This is an optimization exercise on Yosys and OpenROAD, whose aim is small area, a short achievable clock period and few clock cycles, not a production implementation.
In this exercise RTL edits were held to simulation tests only and were not proved equivalent to the original.
No activity file was given, so power comes from the tool's default toggle rates.

==> constraint.sdc <==
create_clock -name core_clock -period 4.0 [get_ports {clk}]
set_input_delay 0.8000 -clock core_clock [delete_from_list [all_inputs] [get_ports {clk}]]
set_output_delay 0.8000 -clock core_clock [all_outputs]
set_load 0.01 [all_outputs]
==> run.sh <==
#!/bin/bash
# synth_recipe.tcl (not shown) runs the flow's synth.tcl, then flattens the netlist and writes it again
# the make line also repeats each setting of config.mk as NAME=value (left out here)
make -C /OpenROAD-flow-scripts/flow DESIGN_CONFIG=/design/flow/config.mk WORK_HOME=/design/flow/orfs CLKGATE_MAP_FILE= SYNTH_SCRIPT=/design/flow/synth_recipe.tcl finish
==> config.mk <==
export PLATFORM = sky130hd
export DESIGN_NAME = acpi_ec_host_interface
export DESIGN_NICKNAME = acpi_ec_host_interface
export VERILOG_FILES = /design/flow/design.v
export SDC_FILE = /design/flow/constraint.sdc
export NUM_CORES = 4
export LEC_CHECK = 0
export CAP_MARGIN = 20
export CORE_MARGIN = 2
export CORE_UTILIZATION = 45
export CTS_BUF_LIST = sky130_fd_sc_hd__clkbuf_16
export CTS_CLUSTER_DIAMETER = 80
export CTS_CLUSTER_SIZE = 20
export SETUP_SLACK_MARGIN = 2.2
export SLEW_MARGIN = 20
==> design.v <==
package aechi_pkg;
	localparam int QUEUE_DEPTH = 16;
	localparam int QIDX_W      = 4;
	localparam int EC_DEPTH  = 256;
	localparam int EC_ADDR_W = 8;
	localparam int PADDR_W = 3;
	localparam int PDATA_W = 32;
	localparam logic [7:0] CMD_READ      = 8'h80;
	localparam logic [7:0] CMD_WRITE     = 8'h81;
	localparam logic [7:0] CMD_BURST_ON  = 8'h82;
	localparam logic [7:0] CMD_BURST_OFF = 8'h83;
	localparam logic [7:0] CMD_QUERY     = 8'h84;
	localparam logic [7:0] BURST_ACK     = 8'h90;
	localparam logic [1:0] OP_COMMAND = 2'd0;
	localparam logic [1:0] OP_DATA    = 2'd1;
	localparam logic [1:0] OP_EVENT   = 2'd2;
	localparam logic [1:0] OP_TIMEOUT = 2'd3;
	localparam logic [1:0] PH_NONE  = 2'd0;   
	localparam logic [1:0] PH_RADDR = 2'd1;   
	localparam logic [1:0] PH_WADDR = 2'd2;   
	localparam logic [1:0] PH_WDATA = 2'd3;   
endpackage
module aechi_ram (
	input  logic             clk,
	input  logic [15:0]      en_hi,
	input  logic [15:0]      en_lo,
	input  logic [7:0]       wr_data,
	input  logic [4:0]       rd_addr,
	output logic [7:0][7:0]  rd_part
);
	logic [7:0] mem_q [256];
	always_ff @(posedge clk) begin
		for (int i = 0; i < 256; i++) begin
			if (en_hi[i / 16] && en_lo[i % 16]) begin
				mem_q[i] <= wr_data;
			end
		end
	end
	always_comb begin
		for (int g = 0; g < 8; g++) begin
			rd_part[g] = mem_q[{3'(g), rd_addr}];
		end
	end
endmodule
import aechi_pkg::*;
module acpi_ec_host_interface (
	input  logic               clk,
	input  logic               arst_n,
	input  logic               cmd_valid,
	output logic               cmd_stall,
	input  logic [10:0]        cmd_i,
	output logic               res_valid,
	input  logic               res_stall,
	output logic [12:0]        res_o,
	input  logic               psel,
	input  logic               penable,
	input  logic               pwrite,
	input  logic [aechi_pkg::PADDR_W-1:0] paddr,
	input  logic [aechi_pkg::PDATA_W-1:0] pwdata,
	output logic [aechi_pkg::PDATA_W-1:0] prdata,
	output logic               pready
);
	logic acpi_en_q;
	always_ff @(posedge clk or negedge arst_n) begin
		if (!arst_n) begin
			acpi_en_q <= 1'b0;
		end else if (psel && penable && pwrite && !paddr[2]) begin
			acpi_en_q <= pwdata[0];
		end
	end
	assign pready = 1'b1;
	assign prdata = {31'b0, acpi_en_q && !paddr[2]};
	logic            v1_q, v2_q;
	logic [7:0]      b;
	logic            aw;
	logic [7:0][7:0] rp_q, ec_part;
	logic [7:0]      ec_rd;
	logic [12:0]     res_q, res_nxt;
	logic            step, in_fire;
	logic k_rd, k_wr, k_bon, k_boff, k_q, k_cmd, k_data, k_ev, k_to;
	logic n_rd, n_wr, n_bon, n_boff, n_q, n_cmd, n_data, n_ev, n_to;
	logic n_wrd;
	logic [1:0] ph_q, ph_nxt, ph_after;
	assign cmd_stall = v1_q && v2_q && res_stall;
	assign in_fire   = cmd_valid && !cmd_stall;
	assign step      = v1_q && (!v2_q || !res_stall);
	assign res_valid = v2_q;
	assign res_o     = res_q;
	always_comb begin
		n_cmd  = cmd_i[10:9] == OP_COMMAND;
		n_data = cmd_i[10:9] == OP_DATA;
		n_ev   = cmd_i[10:9] == OP_EVENT;
		n_to   = cmd_i[10:9] == OP_TIMEOUT;
		n_rd   = n_cmd && cmd_i[8:1] == CMD_READ;
		n_wr   = n_cmd && cmd_i[8:1] == CMD_WRITE;
		n_bon  = n_cmd && cmd_i[8:1] == CMD_BURST_ON;
		n_boff = n_cmd && cmd_i[8:1] == CMD_BURST_OFF;
		n_q    = n_cmd && cmd_i[8:1] == CMD_QUERY;
		ph_after = v1_q ? ph_nxt : ph_q;
		n_wrd    = n_data && ph_after == PH_WDATA;
	end
	always_ff @(posedge clk or negedge arst_n) begin
		if (!arst_n) begin
			v1_q <= 1'b0;
			v2_q <= 1'b0;
		end else begin
			if (in_fire) begin
				v1_q <= 1'b1;
			end else if (step) begin
				v1_q <= 1'b0;
			end
			if (step) begin
				v2_q <= 1'b1;
			end else if (!res_stall) begin
				v2_q <= 1'b0;
			end
		end
	end
	always_ff @(posedge clk) begin
		if (in_fire) begin
			b      <= cmd_i[8:1];
			aw     <= cmd_i[0];
			rp_q   <= ec_part;
			k_cmd  <= n_cmd;
			k_data <= n_data;
			k_ev   <= n_ev;
			k_to   <= n_to;
			k_rd   <= n_rd;
			k_wr   <= n_wr;
			k_bon  <= n_bon;
			k_boff <= n_boff;
			k_q    <= n_q;
		end
		if (step) begin
			res_q <= res_nxt;
		end
	end
	logic [15:0] wah_q, wal_q;    
	logic [7:0]  wd_q;            
	logic        wa_set;
	logic       pend_q, pend_nxt;
	logic       burst_q, burst_nxt;
	logic       watch_q, watch_nxt;
	logic [3:0] head_q, head_nxt, tail_q, tail_nxt;
	logic [7:0] ring_q [16];
	always_ff @(posedge clk or negedge arst_n) begin
		if (!arst_n) begin
			wd_q <= 8'h00;
		end else if (in_fire && n_wrd) begin
			wd_q <= cmd_i[8:1];
		end
	end
	logic [15:0] weh_q, wah_after;
	always_comb begin
		for (int i = 0; i < 16; i++) begin
			wah_after[i] = (v1_q && wa_set) ? (b[7:4] == 4'(i)) : wah_q[i];
		end
	end
	always_ff @(posedge clk or negedge arst_n) begin
		if (!arst_n) begin
			weh_q <= '1;
		end else if (in_fire) begin
			weh_q <= n_wrd ? wah_after : '0;
		end else if (step) begin
			weh_q <= '0;
		end
	end
	always_ff @(posedge clk or negedge arst_n) begin
		if (!arst_n) begin
			wal_q <= '1;
		end else if (step && wa_set) begin
			for (int i = 0; i < 16; i++) begin
				wal_q[i] <= b[3:0] == 4'(i);
			end
		end
	end
	aechi_ram u_ec (
		.clk     (clk),
		.en_hi   (weh_q),
		.en_lo   (wal_q),
		.wr_data (wd_q),
		.rd_addr (cmd_i[5:1]),
		.rd_part (ec_part)
	);
	assign ec_rd = rp_q[b[7:5]];
	always_ff @(posedge clk) begin
		if (v1_q && k_ev) begin
			ring_q[head_q] <= b;
		end
	end
	logic       rv, sci;
	logic [7:0] rb;
	logic       empty;
	logic [3:0] head_inc, tail_inc;
	assign empty    = head_q == tail_q;
	assign head_inc = head_q + 4'd1;
	assign tail_inc = tail_q + 4'd1;
	always_comb begin
		ph_nxt    = ph_q;
		wa_set    = 1'b0;
		pend_nxt  = pend_q;
		burst_nxt = burst_q;
		watch_nxt = watch_q;
		head_nxt  = head_q;
		tail_nxt  = tail_q;
		rv        = 1'b0;
		rb        = 8'h00;
		sci       = 1'b0;
		if (k_cmd) begin
			ph_nxt = PH_NONE;
		end
		if (k_rd || k_wr) begin
			sci    = 1'b1;
			ph_nxt = k_rd ? PH_RADDR : PH_WADDR;
			if (acpi_en_q && !burst_q) begin
				watch_nxt = 1'b1;
			end
		end
		if (k_bon) begin
			burst_nxt = 1'b1;
			watch_nxt = 1'b1;
			rv        = 1'b1;
			rb        = BURST_ACK;
			sci       = 1'b1;
		end
		if (k_boff) begin
			burst_nxt = 1'b0;
			watch_nxt = 1'b0;
			sci       = 1'b1;
		end
		if (k_q) begin
			if (!empty) begin
				rv       = 1'b1;
				rb       = ring_q[tail_q];
				sci      = 1'b1;
				tail_nxt = tail_inc;
				if (tail_inc == head_q) begin
					pend_nxt = 1'b0;
				end
			end else begin
				pend_nxt = 1'b0;
			end
		end
		if (k_data) begin
			case (ph_q)
				PH_RADDR: begin
					ph_nxt    = PH_NONE;
					rv        = 1'b1;
					rb        = ec_rd;
					sci       = 1'b1;
					watch_nxt = 1'b0;
				end
				PH_WADDR: begin
					ph_nxt = PH_WDATA;
					wa_set = 1'b1;
					sci    = 1'b1;
				end
				PH_WDATA: begin
					ph_nxt    = PH_NONE;
					sci       = 1'b1;
					watch_nxt = 1'b0;
				end
				default: begin
				end
			endcase
		end
		if (k_ev) begin
			if (head_inc != tail_q) begin
				head_nxt = head_inc;
			end
			if (aw) begin
				pend_nxt = 1'b1;
				sci      = 1'b1;
			end
		end
		if (k_to) begin
			if (burst_q || watch_q) begin
				burst_nxt = 1'b0;
				watch_nxt = 1'b0;
				sci       = 1'b1;
			end
		end
		res_nxt = {rv, rb, sci, pend_nxt, burst_nxt, watch_nxt};
	end
	always_ff @(posedge clk) begin
		if (step && wa_set) begin
			for (int i = 0; i < 16; i++) begin
				wah_q[i] <= b[7:4] == 4'(i);
			end
		end
	end
	always_ff @(posedge clk or negedge arst_n) begin
		if (!arst_n) begin
			ph_q    <= PH_NONE;
			pend_q  <= 1'b0;
			burst_q <= 1'b0;
			watch_q <= 1'b0;
			head_q  <= 4'd0;
			tail_q  <= 4'd0;
		end else if (step) begin
			ph_q    <= ph_nxt;
			pend_q  <= pend_nxt;
			burst_q <= burst_nxt;
			watch_q <= watch_nxt;
			head_q  <= head_nxt;
			tail_q  <= tail_nxt;
		end
	end
endmodule
==> impl_metrics.csv, run 1 <==
group,metric,value,unit
sta,finalSetupViolations,0,
critical_path,worstPathRequired,3.20,ns
min_path,hold_end,"b[0]$_DFFE_PP_",
critical_path,worstPathArrival,1.51,ns
detailed_routing,drtIter0Drc,9451,
power,switching_share,26.3,%
grt,track_usage,31.1,%
detailed_routing,dr.pass1.iters,8,
sta,clock_skew,0.0463,ns
critical_path,cp-start-kind,"flop",
synthesis,synth_simple_gate_area_share,6.51,%
power,p_per_area,486,nW/um^2
finish,n_fill_cell,14500,
die,fp.coreArea,193000,um^2
synthesis,postSynthAreaPerCell,17.3,um^2
sta,timing.slew.headroom,45.7,%
critical_path,cp_max_fo,2,
die,dieArea,198000,um^2
sta,finalSetupTns,0,ns
min_path,hold_path_depth,2,
flow_run,drv_cap,0,
detailed_routing,vias,54900,
synthesis,synth_xor_area_share,0.170,%
synthesis,synthFlopType,"edfxtp_1",
critical_path,regToRegSetupSlack,1.82,ns
die,fp.dieH,445,um
synthesis,yosys_warnings,3,
synthesis,yosysSeqAreaShare,80.0,%
clock_network,cts_inserted_buffers,137,
clock_network,cts_root_buf,"clkbuf_16",
finish,multiInputGateArea,19600,um^2
die,row_count,161,
synthesis,synth-edff-count,2287,
power,leakagePower,35.3,nW
critical_path,path_class,"flop to output pin",
clock_network,path_clk_slew,0.08,ns
grt,grt_overflow_total,0,
detailed_routing,wl,319,mm
grt,grt_pass1_wl,423,mm
power,switchingPower,0.0137,W
grt,antenna_found_initial,26,
die,die_width,445,um
min_path,hp-start,"cmd_i[1]",
finish,final_cell_mix,"2287 x edfxtp_1, 679 x a22oi_1, 301 x nand2_1",
finish,nNetsFinal,5682,
clock_network,cts_tree,"built",
finish,final_common_cell,"edfxtp_1",
outcome,status,"no timing/DRC/antenna violations",
finish,seq_area,70200,um^2
die,io_pins,101,
placed_design,hpwl,170,mm
synthesis,syn_area,87600,um^2
synthesis,muxShareOfSynthArea,1.64,%
synthesis,synth_seq_cells,2343,
die,start_util,45.4,%
placed_design,place_congestion,0.868,
power,power.share.sequential,59.0,%
sta,worst_pin_slew,0.814,ns
clock_network,clock_latency,0.86,ns
grt,grt_max_degree,161,
critical_path,worst_r2r_path_depth,6,
detailed_routing,routed_via_density,6.68,
sta,timing.final.hold_violations,0,
clock_network,cts_sinks,2343,
sta,rsz0062_at_grt,"true",
sta,period_share,57.7,%
power,clkPwrFrac,27.5,%
finish,drive_gt1_share,32.0,%
finish,synthToLayoutAreaGrowth,22.2,%
sta,max_freq,0.434,GHz
grt,first_global_vias,50100,
placed_design,io_buffers,35,
synthesis,async_flop_share,2.39,%
min_path,hold_path_class,"input pin to flop",
power,power.internal,0.0383,W
critical_path,r2r_start,"b[5]$_DFFE_PP_",
synthesis,synth_top_family_by_area,"compound AO/OA/AOI/OAI gates",
detailed_routing,detail-route-antenna-nets,0,
detailed_routing,drcViolationCount,0,
sta,drv_slew,0,
detailed_routing,wire_per_inst,38.8,um
power,p_comb_share,13.5,%
placed_design,dpl_cell_area,93000,um^2
synthesis,netlist-cell-type-count,70,
sta,period_minus_slack,2.31,ns
critical_path,crit_path_end_kind,"output pin",
synthesis,syn_inst,5066,
clock_network,clk_path_buf_depth,3,
critical_path,r2r_end,"res_q[6]$_DFFE_PP_",
synthesis,synth-adder-area-share,0.0714,%
clock_network,cts_htree_levels,4,
finish,design_area,107000,um^2
synthesis,synth_compound_area_share,9.64,%
power,ir_drop,0.000386,V
## sequential cells by signal, indices dropped and copies added (netlist names), 2 cells and up
| signal | cells |
|---|---|
| res_q | 13 |
| u_ec.mem_q | 2048 |
| wal_q | 16 |
| head_q | 4 |
| wah_q | 16 |
| ring_q | 128 |
| wd_q | 8 |
| rp_q | 64 |
| ph_q | 2 |
| b | 8 |
| weh_q | 16 |
| tail_q | 4 |
## layout make-up
class,count,area share (%)
Clock inverter,40,0.244
Timing Repair Buffer,711,9.45
Clock buffer,140,3.27
Antenna cell,27,0.0631
Tap cell,2526,2.95
Sequential cell,2343,65.6
Inverter,16,0.0596
Multi-Input combinational cell,2415,18.3
## stage by stage
| step | util (%) | hold slack, ns | cells | total power (W) | setup WS [ns] |
|---|---|---|---|---|---|
| global route | 55.4 | 0.364 | 8197 | 0.0529 | 1.65 |
| detailed placement | 48.2 | 0.496 | 7596 | 0.0362 | -0.0445 |
| CTS | 53.9 | 0.341 | 8080 | 0.0512 | 1.64 |
| finish | 55.5 | 0.385 | 8218 | 0.0520 | 1.69 |
| floorplan | - | 0.474 | 5096 | 0.0332 | 1.51 |
| global placement | 48.2 | 0.491 | 7594 | 0.0360 | -0.0971 |
## synthesized netlist by cell type, types with 5 or more instances
cell / number / area, um^2
a31oi_1: 7 / 43.8
nor2_2: 9 / 56.3
a22o_1: 6 / 52.6
and3_1: 7 / 43.8
o21ai_0: 36 / 180
buf_4: 53 / 398
xor2_1: 6 / 52.6
clkbuf_1: 96 / 360
mux2_2: 18 / 203
o41ai_1: 7 / 61.3
buf_2: 163 / 816
a22oi_1: 914 / 6860
nor2_4: 10 / 113
nor2_1: 140 / 526
nand2b_1: 16 / 100
o22ai_1: 11 / 68.8
o31ai_1: 10 / 75.1
o2bb2ai_1: 5 / 43.8
and2_1: 261 / 1630
nand2_1: 353 / 1330
nor3_4: 8 / 130
nor3_1: 77 / 385
ha_1: 5 / 62.6
dfrtp_1: 24 / 601
nand3_1: 29 / 145
mux4_2: 44 / 991
nand4_1: 92 / 576
mux2i_1: 24 / 240
nor2b_1: 9 / 56.3
a222oi_1: 12 / 120
or3_1: 5 / 31.3
nand3b_1: 6 / 45.0
nor4_1: 59 / 369
a221oi_1: 9 / 78.8
dfstp_2: 32 / 841
xnor2_1: 11 / 96.3
a21oi_1: 131 / 656
buf_1: 8 / 30.0
edfxtp_1: 2287 / 68700
inv_1: 16 / 60.1
## timing repair
action | 4_1_cts | 5_1_grt
pin swaps | 303 | 237
hold buffers | 1 | 0
setup endpoints to repair | 2655 | 616
hold endpoints to repair | 6 | 0
resized for setup | 998 | 343
buffers inserted | 248 | 98
gates cloned | 55 | 13
## power groups by stage
stage                     registers [W]  logic, W  clock network [W]
final                            0.0307   0.00701             0.0143
after global routing             0.0306   0.00724             0.0150
after CTS                        0.0307   0.00623             0.0143
after detailed placement         0.0315   0.00470                  0
after global placement           0.0315   0.00457                  0
after floorplan                  0.0314   0.00182                  0
## worst max-delay path, cell delays in order, from the launching register on
cell and delay, ns:
dfrtp_2 0.44, nand3_4 0.09, inv_2 0.04, buf_6 0.11
## metal layers
metal  GRT usage [%]  share of wire, %
met1            42.8                36
met4            13.7               5.5
met2            46.7                44
met5               0             0.029
met3            8.09                14
## worst max-delay path by stage
stage	from	depth (start not counted)	endpoint	slack (ns)
5_1_grt	v2_q$_DFFE_PN0P_	3	cmd_stall	1.65
4_1_cts	v2_q$_DFFE_PN0P_	3	cmd_stall	1.64
3_5_place_dp	cmd_i[1]	11	rp_q[60]$_DFFE_PP_	-0.04
3_3_place_gp	cmd_i[1]	11	rp_q[60]$_DFFE_PP_	-0.1
6_report	v1_q$_DFFE_PN0P_	3	cmd_stall	1.69
2_1_floorplan	res_stall	6	wd_q[0]$_DFFE_PN0P_	1.51
## kinds of logic (layout without fill, tap and decap cells)
logic type,Yosys count,in the layout
buffers and inverters,339,907
and+or+nand+nor,1103,1104
muxes,86,86
DFF,2343,2343
AOI/OAI and AO/OA,1171,1171
xor gates and xnor gates,17,17
adders and majority gates,5,5
other,2,59
Testbench counts, summed over its fixed seeds: cycles 18,250.
==> run 2, diff against run 1 <==
--- a/config.mk
+++ b/config.mk
@@ -11,5 +11,5 @@
 export CTS_BUF_LIST = sky130_fd_sc_hd__clkbuf_16
 export CTS_CLUSTER_DIAMETER = 80
 export CTS_CLUSTER_SIZE = 20
-export SETUP_SLACK_MARGIN = 2.2
+export SETUP_SLACK_MARGIN = 1.7
 export SLEW_MARGIN = 20
==> run 2 against run 1 <==
Flip-flop and latch count did not move; cell area shrank 7.8%; count of clock-buffer cells in the layout unchanged; sequential share of layout area is 5.5 points higher; combinational power shrank 23%; clock power about the same; critical path type is now input pin to flop; largest cell class unchanged; highest routed layer unchanged.
==> impl_metrics.csv, run 2 <==
group,metric,value,unit
finish,regMostFlops,"u_ec.mem_q",
sta,timing.final.hold_violations,0,
detailed_routing,vias,51800,
grt,grt_max_degree,161,
critical_path,worstPathRequired,4.57,ns
critical_path,cp_max_fo,10,
power,power.share.sequential,60.9,%
detailed_routing,dr.pass1.iters,8,
finish,synthToLayoutAreaGrowth,12.6,%
finish,final_common_cell,"edfxtp_1",
critical_path,worstPathCellList,"buf_6 -> buf_12 -> buf_8 -> nand3b_1 -> nor2_4 -> buf_4 -> clkbuf_16 -> a222oi_1 -> nand3_1 -> nor3_2 -> a21oi_1",
finish,nNetsFinal,5345,
finish,largest_register_ffs,2048,
finish,design_area,98600,um^2
clock_network,clock_latency,0.83,ns
sta,rsz0062_at_grt,"true",
synthesis,synthFlopType,"edfxtp_1",
sta,period_minus_slack,2.41,ns
die,row_count,161,
die,die_width,445,um
sta,drv_slew,0,
placed_design,io_buffers,35,
die,fp.dieH,445,um
finish,reg.largest.list,"u_ec.mem_q x2048, ring_q x128, rp_q x64",
grt,antenna_found_initial,18,
placed_design,dpl_cell_area,92700,um^2
detailed_routing,wl,289,mm
finish,final_cell_mix,"2287 x edfxtp_1, 893 x a22oi_1, 351 x nand2_1",
critical_path,r2r_end,"u_ec.mem_q[123][0]$_DFFE_PP_",
power,clkPwrFrac,28.3,%
sta,worst_pin_slew,1.08,ns
synthesis,syn_inst,5066,
critical_path,r2r_start,"wal_q[11]$_DFFE_PN1P_",
grt,track_usage,28.4,%
detailed_routing,drtIter0Drc,8793,
synthesis,yosys_warnings,3,
sta,clock_skew,0.0398,ns
critical_path,crit_path_end_kind,"flop",
synthesis,synth_seq_cells,2343,
finish,drive_gt1_share,14.3,%
synthesis,synth_area_leader_cell,"edfxtp_1",
synthesis,netlist_top_cells_area,"edfxtp_1 78%, a22oi_1 7.8%, and2_1 1.9%",
clock_network,cts_root_buf,"clkbuf_16",
detailed_routing,detail-route-antenna-nets,0,
sta,finalSetupTns,0,ns
clock_network,cts_inserted_buffers,138,
synthesis,async_flop_share,2.39,%
power,switchingPower,0.0128,W
finish,n_fill_cell,15500,
clock_network,cts_htree_levels,4,
critical_path,cpMaxStageDelayCell,"a222oi_1",
min_path,hold_path_class,"input pin to asynchronous set/reset pin",
synthesis,synth_top_area_share,78.4,%
power,p_per_area,509,nW/um^2
synthesis,netlist-cell-type-count,70,
grt,grt_overflow_total,0,
sta,fin_ws,1.59,ns
critical_path,path_depth,11,
synthesis,syn_area,87600,um^2
critical_path,slowest_delay,0.41,ns
clock_network,holdBufCountCts,0,
critical_path,regToRegSetupSlack,1.60,ns
power,leakagePower,32.0,nW
synthesis,yosysSeqAreaShare,80.0,%
power,switching_share,25.5,%
placed_design,place_ws,0.0889,ns
die,dieArea,198000,um^2
power,ir_drop,0.000334,V
die,fp.coreArea,193000,um^2
sta,max_freq,0.415,GHz
critical_path,worstPathArrival,2.98,ns
power,p_comb_share,10.8,%
die,io_pins,101,
detailed_routing,routed_via_density,6.58,
critical_path,worst_r2r_path_depth,1,
clock_network,cts_sinks,2343,
sta,timing.slew.headroom,28.2,%
detailed_routing,drcViolationCount,0,
detailed_routing,wire_per_inst,36.7,um
synthesis,postSynthAreaPerCell,17.3,um^2
synthesis,synth-edff-count,2287,
clock_network,clk_path_buf_depth,3,
critical_path,cp-start-kind,"input pin",
die,start_util,45.4,%
clock_network,cts_tree,"built",
sta,finalSetupViolations,0,
placed_design,hpwl,166,mm
power,power.internal,0.0374,W
placed_design,place_congestion,0.875,
critical_path,path_class,"input pin to flop",
sta,period_share,60.2,%
outcome,status,"no timing/DRC/antenna violations",
flow_run,drv_cap,0,
critical_path,crit_buf_inv,5,
grt,grt_pass1_wl,391,mm
critical_path,cpLargestDelayFamily,"simple AND/OR/NAND/NOR gates",
clock_network,path_clk_slew,0.08,ns
synthesis,synthTopCellsByCount,"2287 x edfxtp_1, 914 x a22oi_1, 353 x nand2_1, 261 x and2_1, 163 x buf_2",
grt,first_global_vias,48200,
synthesis,synthMostInstantiatedCell,"edfxtp_1",
## run 2: cell types whose count changed in the layout (fill, tap and decap cells not counted), sizes merged
cell           delta
dlygate4sd3       -1
buf             -343
clkinv            -1
clkdlybuf4s15    +13
clkdlybuf4s50     -1
inv               +3
bufbuf            +1
dlymetal6s2s      +1
clkbuf            -7
nand3             -1
clkinvlp          -2
## run 2: per-layer routing
layer | GRT usage (%) | wire (um) | part of all wire (%)
met1 | 39.4 | 109000 | 38
met2 | 44.5 | 134000 | 46
met3 | 5.82 | 34500 | 12
met4 | 10.4 | 12200 | 4.2
met5 | 0 | 23 | 0.0080
## run 2: kinds of logic (layout without fill, tap and decap cells)
logic type | Yosys count | count (layout) | synth area share (%)
mux | 86 | 86 | 1.64
simple gates | 1103 | 1103 | 6.51
xor+xnor | 17 | 17 | 0.170
flops | 2343 | 2343 | 80.0
fa+ha+maj | 5 | 5 | 0.0714
buf+inv | 339 | 570 | 1.94
other cells | 2 | 59 | 0.00857
compound gates | 1171 | 1171 | 9.64
## run 2: power by group through the flow
| stage | logic [W] | registers [W] | clock network (W) |
|---|---|---|---|
| 4_1_cts | 0.00528 | 0.0305 | 0.0143 |
| 6_report | 0.00543 | 0.0306 | 0.0142 |
| 5_1_grt | 0.00569 | 0.0306 | 0.0150 |
| 3_5_place_dp | 0.00504 | 0.0311 | 0 |
| 2_1_floorplan | 0.00182 | 0.0314 | 0 |
| 3_3_place_gp | 0.00490 | 0.0311 | 0 |
## run 2: how the worst max path moves through the flow
stage | from | to | slack [ns]
6_report | cmd_i[1] | rp_q[63]$_DFFE_PP_ | 1.59
5_1_grt | cmd_i[1] | rp_q[63]$_DFFE_PP_ | 1.60
4_1_cts | v1_q$_DFFE_PN0P_ | cmd_stall | 1.61
3_5_place_dp | cmd_i[3] | rp_q[12]$_DFFE_PP_ | 0.09
3_3_place_gp | cmd_i[3] | rp_q[12]$_DFFE_PP_ | 0.08
2_1_floorplan | res_stall | wd_q[0]$_DFFE_PN0P_ | 1.51
## run 2: final cells by class
| type | count | area, um^2 | area share, % |
|---|---|---|---|
| Antenna cell | 27 | 67.6 | 0.0685 |
| Clock buffer | 140 | 3500 | 3.55 |
| Clock inverter | 40 | 264 | 0.268 |
| Inverter | 16 | 67.6 | 0.0685 |
| Multi-Input combinational cell | 2414 | 16600 | 16.9 |
| Sequential cell | 2343 | 70200 | 71.1 |
| Tap cell | 2526 | 3160 | 3.20 |
| Timing Repair Buffer | 374 | 4760 | 4.82 |
## run 2: what timing repair did
| item | 4_1_cts | 5_1_grt |
|---|---|---|
| pin swaps | 21 | 33 |
| setup endpoints to repair | 153 | 90 |
| cloned | 10 | 7 |
| resized for setup | 142 | 82 |
| setup buffers | 52 | 30 |
## run 2: stage by stage
step / power (W) / utilization, % / hold WS (ns) / cells
floorplan: 0.0332 / - / 0.474 / 5096
global placement: 0.0360 / 48.0 / 0.486 / 7574
detailed placement: 0.0362 / 48.0 / 0.494 / 7574
CTS: 0.0501 / 50.6 / 0.0759 / 7816
global route: 0.0513 / 51.1 / 0.138 / 7854
finish: 0.0502 / 51.1 / 0.101 / 7880
==> run 3, diff against run 2 <==
--- a/config.mk
+++ b/config.mk
@@ -11,5 +11,5 @@
 export CTS_BUF_LIST = sky130_fd_sc_hd__clkbuf_16
 export CTS_CLUSTER_DIAMETER = 80
 export CTS_CLUSTER_SIZE = 20
-export SETUP_SLACK_MARGIN = 1.7
+export SETUP_SLACK_MARGIN = 1.9
 export SLEW_MARGIN = 20
==> run 3 against run 2 <==
Still clean on timing, DRC and antenna; critical path depth decreased by 8; combinational power is 0.7% lower; maximum frequency up 4.5%; global-route usage rose by 0.38 points; core utilization grew 0.75 points.
==> impl_metrics.csv, run 3 <==
group,metric,value,unit
synthesis,synth_seq_cells,2343,
synthesis,async_flop_share,2.39,%
synthesis,synth_area_leader_cell,"edfxtp_1",
die,die_width,445,um
synthesis,synth_top_area_share,78.4,%
sta,period_share,57.7,%
synthesis,syn_area,87600,um^2
synthesis,syn_inst,5066,
grt,grt_max_degree,161,
synthesis,netlist_top_cells_area,"edfxtp_1 78%, a22oi_1 7.8%, and2_1 1.9%",
placed_design,hpwl,170,mm
clock_network,path_clk_slew,0.09,ns
grt,track_usage,28.8,%
die,fp.coreArea,193000,um^2
critical_path,path_class,"flop to output pin",
critical_path,worstPathRequired,3.20,ns
finish,largest_register_ffs,2048,
outcome,status,"no timing/DRC/antenna violations",
clock_network,cts_inserted_buffers,137,
sta,timing.final.hold_violations,0,
placed_design,place_congestion,0.868,
finish,final_cell_mix,"2287 x edfxtp_1, 870 x a22oi_1, 344 x nand2_1",
critical_path,startpoint,"v2_q$_DFFE_PN0P_",
critical_path,worstPathArrival,1.51,ns
power,ir_drop,0.000437,V
synthesis,synth-edff-count,2287,
detailed_routing,detail-route-antenna-nets,0,
detailed_routing,vias,52300,
synthesis,postSynthAreaPerCell,17.3,um^2
finish,drive_gt1_share,17.9,%
finish,reg.largest.list,"u_ec.mem_q x2048, ring_q x128, rp_q x64",
power,leakagePower,32.5,nW
detailed_routing,routed_via_density,6.59,
finish,synthToLayoutAreaGrowth,14.2,%
critical_path,cp-start-kind,"flop",
detailed_routing,wl,294,mm
clock_network,cts_tree,"built",
finish,nNetsFinal,5406,
sta,finalSetupTns,0,ns
grt,first_global_vias,48100,
die,fp.dieH,445,um
flow_run,drv_cap,0,
die,row_count,161,
clock_network,cts_htree_levels,4,
detailed_routing,drtIter0Drc,9305,
placed_design,place_ws,-0.0445,ns
grt,grt_pass1_wl,395,mm
critical_path,r2r_start,"wal_q[15]$_DFFE_PN1P_",
critical_path,cpLargestDelayFamily,"flip-flops",
sta,timing.slew.headroom,31.4,%
clock_network,cts_root_buf,"clkbuf_16",
synthesis,netlist-cell-type-count,70,
synthesis,synthTopCellsByCount,"2287 x edfxtp_1, 914 x a22oi_1, 353 x nand2_1, 261 x and2_1, 163 x buf_2",
detailed_routing,wire_per_inst,37.0,um
sta,finalSetupViolations,0,
min_path,hp-start,"cmd_i[1]",
min_path,hold_path_class,"input pin to flop",
sta,max_freq,0.434,GHz
die,start_util,45.4,%
critical_path,worstPathCellList,"nand3_4 -> inv_2 -> buf_6",
critical_path,crit_path_end_kind,"output pin",
die,io_pins,101,
grt,antenna_found_initial,21,
clock_network,clk_path_buf_depth,3,
critical_path,cp_max_fo,3,
sta,rsz0062_at_grt,"true",
synthesis,synthFlopType,"edfxtp_1",
placed_design,io_buffers,35,
sta,drv_slew,0,
power,power,0.0506,W
critical_path,cpMaxStageDelayCell,"dfrtp_1",
sta,period_minus_slack,2.31,ns
clock_network,clock_latency,0.85,ns
grt,grt_overflow_total,0,
sta,clock_skew,0.0374,ns
detailed_routing,drcViolationCount,0,
synthesis,yosys_warnings,3,
sta,fin_ws,1.69,ns
clock_network,cts_sinks,2343,
detailed_routing,dr.pass1.iters,6,
critical_path,slowest_delay,0.43,ns
die,dieArea,198000,um^2
sta,worst_pin_slew,1.03,ns
critical_path,crit_buf_inv,2,
synthesis,yosysSeqAreaShare,80.0,%
finish,final_common_cell,"edfxtp_1",
synthesis,synthMostInstantiatedCell,"edfxtp_1",
finish,regMostFlops,"u_ec.mem_q",
power,p_per_area,506,nW/um^2
-- run 3: cell counts after synthesis --
Identical to the previous run, type by type.
-- run 3: metal layers --
| metal | track usage (%) | up-vias | part of all wire [%] |
|---|---|---|---|
| li1 | - | 20800 | - |
| met1 | 40.5 | 27100 | 38 |
| met2 | 44.5 | 3894 | 46 |
| met3 | 6.36 | 515 | 13 |
| met4 | 9.76 | 2 | 3.9 |
| met5 | 0 | - | 0.019 |
-- run 3: logic make-up (layout without fill, tap and decap cells) --
family / after synthesis / after routing / synth area share [%]
flops: 2343 / 2343 / 80.0
compound gates: 1171 / 1171 / 9.64
simple gates: 1103 / 1103 / 6.51
buf+inv: 339 / 632 / 1.94
mux: 86 / 86 / 1.64
xor+xnor: 17 / 17 / 0.170
fa+ha+maj: 5 / 5 / 0.0714
other cells: 2 / 58 / 0.00857
-- run 3: final cells by class --
cell class	count	area [um^2]
repair buffers	436	5550
fillers	15400	92900
inverters	16	63.8
clock inverters	40	262
clock buffers	140	3500
diodes	26	65.1
flip-flops and latches	2343	70200
well taps	2526	3160
multi-input cells	2414	17300
-- run 3: through the flow --
step           std cells  hold WS (ns)  util [%]  area [um^2]
2_1_floorplan       5096         0.474         -        87800
3_3_place_gp        7594         0.491      48.2        92900
3_5_place_dp        7596         0.496      48.2        93000
4_1_cts             7859         0.417      51.0        98500
5_1_grt             7918         0.416      51.8       100000
6_report            7941         0.433      51.9       100000
-- run 3: path summary, 6_finish.rpt --
path	end	slack, ns	cells past startpoint
worst max-delay path	cmd_stall	1.69	3
worst min register to register	pend_q$_DFFE_PN0P_	0.52	1
min in group asynchronous	wd_q[0]$_DFFE_PN0P_	0.56	2
worst min-delay path	b[0]$_DFFE_PP_	0.43	2
max in group asynchronous	wal_q[10]$_DFFE_PN1P_	2.53	3
worst max register to register	u_ec.mem_q[255][3]$_DFFE_PP_	1.84	1
-- run 3: what timing repair did --
item	in CTS	in global routing
hold buffers	1	0
gates resized for setup	273	183
endpoints found under the hold margin	6	0
pin swaps	39	110
endpoints found under the setup margin	1559	182
setup buffers	69	49
cloned	13	7
-- run 3: power by group --
part	switching, W	internal [W]	leakage (nW)	total (W)
Clock	0.00790	0.00635	1.92	0.0142
Combinational	0.00364	0.00175	8.95	0.00539
Sequential	0.00143	0.0295	21.6	0.0310
==> run 4, diff against run 3 <==
--- a/config.mk
+++ b/config.mk
@@ -7,9 +7,9 @@
 export LEC_CHECK = 0
 export CAP_MARGIN = 20
 export CORE_MARGIN = 2
-export CORE_UTILIZATION = 45
+export CORE_UTILIZATION = 55
 export CTS_BUF_LIST = sky130_fd_sc_hd__clkbuf_16
 export CTS_CLUSTER_DIAMETER = 80
 export CTS_CLUSTER_SIZE = 20
-export SETUP_SLACK_MARGIN = 1.9
+export SETUP_SLACK_MARGIN = 1.8
 export SLEW_MARGIN = 20
==> run 4 against run 3 <==
Still clean; critical path depth is 7 higher; synthesized cell count unchanged; maximum frequency down 2.2%; combinational power about the same; sequential share of layout area increased by 0.63 points; cell area decreased by 0.91%; cell count is 5.7% lower; clock power about the same; die area fell by 18%; via count grew 0.13%; largest power group unchanged; highest routed layer unchanged.
==> impl_metrics.csv, run 4 <==
group,metric,value,unit
critical_path,crit_buf_inv,4,
sta,finalSetupTns,0,ns
finish,regMostFlops,"u_ec.mem_q",
critical_path,worstPathCellList,"buf_8 -> nand2b_2 -> buf_12 -> nor2_4 -> buf_4 -> buf_6 -> a222oi_1 -> nand3_1 -> nor3_2 -> a21oi_2",
detailed_routing,routed_via_density,7.00,
synthesis,syn_area,87600,um^2
power,leakagePower,32.4,nW
finish,drive_gt1_share,16.6,%
outcome,status,"no timing/DRC/antenna violations",
synthesis,yosysSeqAreaShare,80.0,%
sta,period_minus_slack,2.36,ns
grt,track_usage,35.5,%
power,ir_drop,0.000447,V
placed_design,place_congestion,0.885,
detailed_routing,vias,52400,
detailed_routing,drcViolationCount,0,
min_path,hold_path_class,"input pin to asynchronous set/reset pin",
sta,worst_pin_slew,1.16,ns
critical_path,cpMaxStageDelayCell,"a222oi_1",
power,power,0.0507,W
synthesis,synth_area_leader_cell,"edfxtp_1",
detailed_routing,wl,294,mm
power,p_per_area,511,nW/um^2
detailed_routing,drtIter0Drc,9649,
die,dieArea,163000,um^2
placed_design,hpwl,168,mm
finish,synthToLayoutAreaGrowth,13.2,%
synthesis,synthFlopType,"edfxtp_1",
detailed_routing,dr.pass1.iters,6,
synthesis,async_flop_share,2.39,%
critical_path,slowest_delay,0.61,ns
finish,n_fill_cell,11100,
finish,nNetsFinal,5386,
placed_design,dp.cells,7130,
finish,seq_area,70200,um^2
clock_network,path_clk_slew,0.08,ns
grt,antenna_found_initial,22,
critical_path,worstPathRequired,4.55,ns
critical_path,crit_path_end_kind,"flop",
synthesis,synth_top_area_share,78.4,%
synthesis,synthTopCellsByCount,"2287 x edfxtp_1, 914 x a22oi_1, 353 x nand2_1, 261 x and2_1, 163 x buf_2",
die,die_width,403,um
critical_path,cp-start-kind,"input pin",
synthesis,yosys_warnings,3,
synthesis,netlist-cell-type-count,70,
critical_path,cp_max_fo,16,
sta,timing.final.hold_violations,0,
synthesis,syn_inst,5066,
finish,final_cell_mix,"2287 x edfxtp_1, 883 x a22oi_1, 343 x nand2_1",
sta,drv_slew,0,
sta,finalSetupViolations,0,
die,io_pins,101,
critical_path,cpLargestDelayFamily,"buffers and inverters",
critical_path,regToRegSetupSlack,1.75,ns
finish,final_core_util,62.6,%
detailed_routing,wire_per_inst,39.2,um
synthesis,synth_seq_cells,2343,
clock_network,clock_latency,0.82,ns
grt,grt_max_degree,129,
clock_network,cts_htree_levels,4,
finish,final_common_cell,"edfxtp_1",
placed_design,io_buffers,35,
critical_path,worstPathArrival,2.91,ns
clock_network,holdBufCountCts,0,
grt,grt_overflow_total,0,
clock_network,cts_tree,"built",
finish,largest_register_ffs,2048,
clock_network,cts_inserted_buffers,138,
synthesis,postSynthAreaPerCell,17.3,um^2
die,row_count,146,
clock_network,cts_sinks,2343,
clock_network,cts_root_buf,"clkbuf_16",
critical_path,r2r_end,"u_ec.mem_q[6][1]$_DFFE_PP_",
detailed_routing,detail-route-antenna-nets,0,
synthesis,netlist_top_cells_area,"edfxtp_1 78%, a22oi_1 7.8%, and2_1 1.9%",
sta,max_freq,0.424,GHz
sta,rsz0062_at_grt,"true",
die,start_util,55.3,%
critical_path,r2r_start,"wal_q[6]$_DFFE_PN1P_",
die,fp.dieH,403,um
sta,clock_skew,0.0281,ns
clock_network,clk_path_buf_depth,3,
grt,grt_pass1_wl,395,mm
finish,reg.largest.list,"u_ec.mem_q x2048, ring_q x128, rp_q x64",
die,fp.coreArea,158000,um^2
synthesis,synth-edff-count,2287,
flow_run,drv_cap,0,
sta,period_share,59.0,%
critical_path,path_class,"input pin to flop",
sta,timing.slew.headroom,22.5,%
finish,final_cells,7489,
finish,multiInputGateArea,17100,um^2
grt,first_global_vias,48100,
synthesis,synthMostInstantiatedCell,"edfxtp_1",
critical_path,worst_r2r_path_depth,1,
[run 4: cell families (layout without fill, tap and decap cells)]
| family | Yosys count | count (layout) | share of synthesized area (%) |
|---|---|---|---|
| fa+ha+maj | 5 | 5 | 0.0714 |
| buf+inv | 339 | 609 | 1.94 |
| flops | 2343 | 2343 | 80.0 |
| simple gates | 1103 | 1103 | 6.51 |
| other cells | 2 | 83 | 0.00857 |
| mux | 86 | 86 | 1.64 |
| compound gates | 1171 | 1171 | 9.64 |
| xor+xnor | 17 | 17 | 0.170 |
[run 4: routing by layer]
| metal | wire length (um) | GRT usage [%] |
|---|---|---|
| met4 | 11300 | 12.1 |
| met1 | 110000 | 51.2 |
| met3 | 39200 | 8.53 |
| met5 | 47 | 0 |
| met2 | 134000 | 53.7 |
[run 4: metrics by stage]
step           setup WS (ns)  hold slack, ns  cell area [um^2]
2_1_floorplan           1.51           0.474             87800
3_3_place_gp           0.190           0.486             92100
3_5_place_dp           0.107           0.504             92100
4_1_cts                 1.42          0.0931             97900
5_1_grt                 1.63           0.156             99100
6_report                1.64           0.107             99200
[run 4: repair_timing]
action / in CTS / in global routing
pin swaps: 45 / 60
resized for setup: 255 / 136
cloned: 16 / 9
setup endpoints to repair: 690 / 275
buffers inserted: 66 / 39
hold endpoints to repair: 0 / 0
[run 4: power breakdown]
group	internal, W	switching, W
Clock	0.00657	0.00783
Combinational	0.00167	0.00372
Sequential	0.0295	0.00138
[run 4: worst max-delay path by stage]
| stage | startpoint | endpoint | cells past startpoint |
|---|---|---|---|
| 2_1_floorplan | res_stall | wd_q[0]$_DFFE_PN0P_ | 6 |
| 3_3_place_gp | cmd_i[3] | rp_q[56]$_DFFE_PP_ | 9 |
| 3_5_place_dp | cmd_i[3] | rp_q[56]$_DFFE_PP_ | 9 |
| 4_1_cts | res_stall | cmd_stall | 4 |
| 5_1_grt | v2_q$_DFFE_PN0P_ | cmd_stall | 3 |
| 6_report | cmd_i[2] | rp_q[63]$_DFFE_PP_ | 10 |
[run 4: area by class of cell]
class	count	area share, %
Tap cell	2072	2.61
Multi-Input combinational cell	2414	17.2
Clock buffer	145	3.66
Timing Repair Buffer	415	5.27
Inverter	16	0.0681
Antenna cell	51	0.129
Clock inverter	33	0.227
Sequential cell	2343	70.8

-- static timing again, ports no longer ideal --
No port has a modelled driver above. Below, the same layouts with a new extraction and two added sets of constraints. Step 1 assumes that a clkbuf_16 drives the clock port and a buf_2 every other input. Step 2 also shifts input and output timing later by t, the mid clock arrival at the registers, as if the neighbouring blocks saw the same clock. Three values: ideal, step 1, step 2; two values: the first two.
| run | shift t [ns] | slack for setup (ns) | latest minus earliest clock arrival (ns) | slew at the worst register clock pin (ns) |
|---|---|---|---|---|
| run 1 | 0.920 | 1.694 / 1.610 / 0.722 | 0.049 / 0.049 | 0.09 / 0.09 |
| run 2 | 0.909 | 1.590 / 1.603 / 0.732 | 0.042 / 0.042 | 0.09 / 0.09 |
| run 3 | 0.913 | 1.694 / 1.610 / 0.792 | 0.043 / 0.043 | 0.09 / 0.09 |
| run 4 | 0.893 | 1.642 / 1.603 / 0.727 | 0.032 / 0.032 | 0.09 / 0.09 |
After both steps setup and hold are still met in every run listed. The setup slack of run 1, which loses most, moves by -0.084 ns with the drivers and by -0.972 ns with both steps.
